From an optimization exercise on the open Yosys and OpenROAD flow, aimed at small area, a short achievable clock period and few clock cycles per item; shortcuts taken in it are not production practice.
No activity file was given, so power comes from the tool's default toggle rates.

Design pkt_match_top, start of the top module:
module pkt_match_top
(
  input  logic                                        clk_net,
  input  logic                                        rst,
  input  logic                                        in_vld,
  output logic                                        in_rdy,
  input  logic                                        in_sop,
  input  logic                                        in_eop,
  input  logic [3-1:0]                        in_length,
  input  logic [8*8-1:0]                 in_data,
  input  logic [4-1:0]                   type_word,
  input  logic [$clog2(8)-1:0]           type_off,
  input  logic [4*8-1:0]                 type_value,
  input  logic [4-1:0]                  sym_valid,
  input  logic [4*4-1:0]   sym_word,
  input  logic [4*8*8-1:0] sym_value,
  input  logic [4*4-1:0]        sym_buffer,
  input  logic                                        out_rdy,
  output logic                                        out_vld,
  output logic                                        out_sop,
  output logic                                        out_eop,
  output logic [3-1:0]                        out_length,
  output logic [8*8-1:0]                 out_data,
  output logic                                        out_hit,
  output logic [4-1:0]                        out_buffer
);
For scale: roughly 1,500 cells after synthesis, roughly 650 flip-flops, about 480 I/O pins, ~0.026 mm^2 of cells after synthesis.
==> module word_matcher, before the edit <==
module word_matcher
(
  input  logic                                        clk_net,
  input  logic                                        rst,
  input  logic                                        accept,
  input  logic                                        in_sop,
  input  logic                                        in_eop,
  input  logic [3-1:0]                        in_length,
  input  logic [8*8-1:0]                 in_data,
  input  logic [4-1:0]                   type_word,
  input  logic [$clog2(8)-1:0]           type_off,
  input  logic [4*8-1:0]                 type_value,
  input  logic [4-1:0]                  sym_valid,
  input  logic [4*4-1:0]   sym_word,
  input  logic [4*8*8-1:0] sym_value,
  input  logic [4*4-1:0]        sym_buffer,
  output logic                                        av,
  output logic                                        amv,
  output logic                                        bv,
  input  logic                                        bmv,
  output logic                                        bload,
  output logic [2+3+8*8+1+4-1:0] tword
);
  localparam int OFF_W = 4;
  localparam int DW    = 8*8;
  localparam int NS    = 4;
  localparam int BW    = 4;
  logic                     sop_r, eop_r;
  logic [3-1:0]     len_r;
  logic [DW-1:0]            data_r;
  logic [OFF_W-1:0]         type_word_r;
  logic [4:0]               toh_r;
  logic [31:0]              type_value_r;
  logic [NS-1:0]            sym_valid_r;
  logic [NS*OFF_W-1:0]      sym_word_r;
  logic [NS*DW-1:0]         sym_value_r;
  logic [NS*BW-1:0]         sym_buffer_r;
  logic                     a_inpkt_r;
  logic [OFF_W-1:0]         a_off_r;
  logic                     pw_r;
  logic                     ten_r;
  logic [NS-1:0]            sen_r;
  logic                     tseen_r, sseen_r;
  logic [BW-1:0]            buf_r;
  assign amv = av & (~pw_r | ~bv | bmv);
  always_ff @(posedge clk_net) begin
    if (rst) begin
      av <= 1'b0;
    end else if (accept) begin
      av <= 1'b1;
    end else if (amv) begin
      av <= 1'b0;
    end
  end
  always_ff @(posedge clk_net) begin
    if (accept) begin
      sop_r  <= in_sop;
      eop_r  <= in_eop;
      len_r  <= in_length;
      data_r <= in_data;
    end
    if (accept && in_sop) begin
      type_word_r  <= type_word;
      for (int i = 0; i < 5; i++) toh_r[i] <= (type_off == 3'(i));
      type_value_r <= type_value;
      sym_valid_r  <= sym_valid;
      sym_word_r   <= sym_word;
      sym_value_r  <= sym_value;
      sym_buffer_r <= sym_buffer;
    end
  end
  logic             a_pw;
  logic [OFF_W-1:0] a_off;
  logic             a_len7;
  logic [OFF_W-1:0] a_tw;
  logic [4:0]       a_toh;
  logic             a_lenok;
  logic [NS-1:0]    a_sen;
  assign a_pw   = in_sop | a_inpkt_r;
  assign a_off  = in_sop ? '0 : ((a_off_r == '1) ? a_off_r : a_off_r + 1'b1);
  assign a_len7 = (in_length == 3'd7);
  always_comb begin
    for (int i = 0; i < 5; i++) a_toh[i] = in_sop ? (type_off == 3'(i)) : toh_r[i];
    a_tw = in_sop ? type_word : type_word_r;
    a_lenok = (a_toh[0] & (in_length[2] | (in_length[1] & in_length[0]))) |
              (a_toh[1] & in_length[2]) |
              (a_toh[2] & in_length[2] & (in_length[1] | in_length[0])) |
              (a_toh[3] & in_length[2] & in_length[1]) |
              (a_toh[4] & (&in_length));
    for (int k = 0; k < NS; k++) begin
      a_sen[k] = a_len7 & (in_sop ? (sym_valid[k] && sym_word[k*OFF_W +: OFF_W] == '0)
                                  : (sym_valid_r[k] && sym_word_r[k*OFF_W +: OFF_W] == a_off));
    end
  end
  always_ff @(posedge clk_net) begin
    if (rst) begin
      a_inpkt_r <= 1'b0;
    end else if (accept && a_pw) begin
      a_inpkt_r <= ~in_eop;
    end
  end
  always_ff @(posedge clk_net) begin
    if (accept) begin
      pw_r  <= a_pw;
      ten_r <= (a_tw == a_off) & a_lenok;
      sen_r <= a_sen;
    end
    if (accept && a_pw) begin
      a_off_r <= a_off;
    end
  end
  logic [31:0]      tsel;
  logic             type_hit;
  logic             sym_hit;
  logic [BW-1:0]    sym_buf;
  always_comb begin
    tsel = '0;
    for (int i = 0; i < 5; i++) begin
      tsel = tsel | ({32{toh_r[i]}} & data_r[8*i +: 32]);
    end
    type_hit = ten_r && (tsel == type_value_r);
  end
  always_comb begin
    sym_hit = 1'b0;
    sym_buf = '0;
    for (int k = 0; k < NS; k++) begin
      if (sen_r[k] && data_r == sym_value_r[k*DW +: DW]) begin
        sym_hit = 1'b1;
        sym_buf = sym_buffer_r[k*BW +: BW];
      end
    end
  end
  logic                     b_sop, b_eop;
  logic [3-1:0]     b_len;
  logic [DW-1:0]            b_data;
  logic                     b_th, b_sh;
  logic [BW-1:0]            b_buf;
  logic                     tacc, sacc, verdict;
  logic [BW-1:0]            bacc;
  assign bload = amv & pw_r;
  always_ff @(posedge clk_net) begin
    if (rst) begin
      bv <= 1'b0;
    end else if (bload) begin
      bv <= 1'b1;
    end else if (bmv) begin
      bv <= 1'b0;
    end
  end
  always_ff @(posedge clk_net) begin
    if (bload) begin
      b_sop  <= sop_r;
      b_eop  <= eop_r;
      b_len  <= len_r;
      b_data <= data_r;
      b_th   <= type_hit;
      b_sh   <= sym_hit;
      b_buf  <= sym_buf;
    end
  end
  assign tacc    = (~b_sop & tseen_r) | b_th;
  assign sacc    = (~b_sop & sseen_r) | b_sh;
  assign bacc    = b_sh ? b_buf : buf_r;
  assign verdict = b_eop & tacc & sacc;
  assign tword = {b_sop, b_eop, b_len, b_data, verdict, verdict ? bacc : {BW{1'b0}}};
  always_ff @(posedge clk_net) begin
    if (bmv) begin
      tseen_r <= tacc;
      sseen_r <= sacc;
      buf_r   <= bacc;
    end
  end
endmodule
clock: 4.5 ns
lec_check: 0
abc_clock_period_in_ps: 2000
cap_margin: 20
core_margin: 2
core_utilization: 40
setup_slack_margin: 2.5
slew_margin: 20
run.sh (not shown) runs the stock make flow with config.mk's settings and CLKGATE_MAP_FILE= SYNTH_SCRIPT=/design/flow/synth_recipe.tcl, a recipe that flattens the netlist after the stock synthesis.
The starting point produced a clean layout.
Rerun with:
--- a/flow/design.v
+++ b/flow/design.v
@@ -137,35 +137,32 @@
     if (accept && a_pw) begin
       a_off_r <= a_off;
     end
   end
   logic [31:0]      tsel;
   logic             type_hit;
-  logic             sym_hit;
-  logic [BW-1:0]    sym_buf;
   always_comb begin
     tsel = '0;
     for (int i = 0; i < 5; i++) begin
       tsel = tsel | ({32{toh_r[i]}} & data_r[8*i +: 32]);
     end
     type_hit = ten_r && (tsel == type_value_r);
   end
+  logic [NS-1:0]    sym_hits;
   always_comb begin
-    sym_hit = 1'b0;
-    sym_buf = '0;
     for (int k = 0; k < NS; k++) begin
-      if (sen_r[k] && data_r == sym_value_r[k*DW +: DW]) begin
-        sym_hit = 1'b1;
-        sym_buf = sym_buffer_r[k*BW +: BW];
-      end
+      sym_hits[k] = sen_r[k] && data_r == sym_value_r[k*DW +: DW];
     end
   end
   logic                     b_sop, b_eop;
   logic [3-1:0]     b_len;
   logic [DW-1:0]            b_data;
-  logic                     b_th, b_sh;
+  logic                     b_th;
+  logic [NS-1:0]            b_hits;
+  logic [NS*BW-1:0]         b_sbuf;
+  logic                     b_sh;
   logic [BW-1:0]            b_buf;
   logic                     tacc, sacc, verdict;
   logic [BW-1:0]            bacc;
   assign bload = amv & pw_r;
   always_ff @(posedge clk_net) begin
     if (rst) begin
@@ -180,14 +177,24 @@
     if (bload) begin
       b_sop  <= sop_r;
       b_eop  <= eop_r;
       b_len  <= len_r;
       b_data <= data_r;
       b_th   <= type_hit;
-      b_sh   <= sym_hit;
-      b_buf  <= sym_buf;
+      b_hits <= sym_hits;
+      b_sbuf <= sym_buffer_r;
+    end
+  end
+  always_comb begin
+    b_sh  = 1'b0;
+    b_buf = '0;
+    for (int k = 0; k < NS; k++) begin
+      if (b_hits[k]) begin
+        b_sh  = 1'b1;
+        b_buf = b_sbuf[k*BW +: BW];
+      end
     end
   end
   assign tacc    = (~b_sop & tseen_r) | b_th;
   assign sacc    = (~b_sop & sseen_r) | b_sh;
   assign bacc    = b_sh ? b_buf : buf_r;
   assign verdict = b_eop & tacc & sacc;
Effect:
- sequential power increases slightly
- critical path depth drops by 1
- utilization came out lower by 0.24 points
- worst setup slack improved by 0.22 ns
- via count hardly moves
- clock power climbs by a few percent
- clock-buffer cell count increases by 6
- die area grows slightly
- routed wire length shrinks by a few percent
- global-route usage shrinks by 1.4 points
- power increases by a few percent
- final cell count stays flat
- synthesized area is higher slightly
- non-clock buffer count is lower by 1
Function was not checked in any run of this note: the RTL went through the layout flow alone.

-- separate check: timing with driven ports --
How much do the figures lean on ideal ports? The routed layouts below were timed once more, with nothing changed but the port constraints.
Step 1, drivers: a clkbuf_16 drives clk_net and a buf_2 each remaining input, both assumed.
Step 2 also shifts input and output timing later by t, the mid clock arrival at the registers, as if the neighbouring blocks saw the same clock.
Three values: ideal ports, drivers, drivers and shift; two values: the first two.
run	t (ns)	setup slack, ns	hold slack, ns	worst setup path after step 2	slew at the worst register clock pin (ns)
the first run	0.666	1.686 / 1.686 / 1.686	0.423 / 0.423 / 0.423	register to register	0.08 / 0.08
the second run	0.665	1.909 / 1.909 / 1.636	0.417 / 0.417 / 0.417	input to register	0.07 / 0.07
After both steps every run listed still meets setup and hold. For the second run, which loses most, drivers alone change the setup slack by 0.000 ns; drivers and shift together by -0.273 ns.
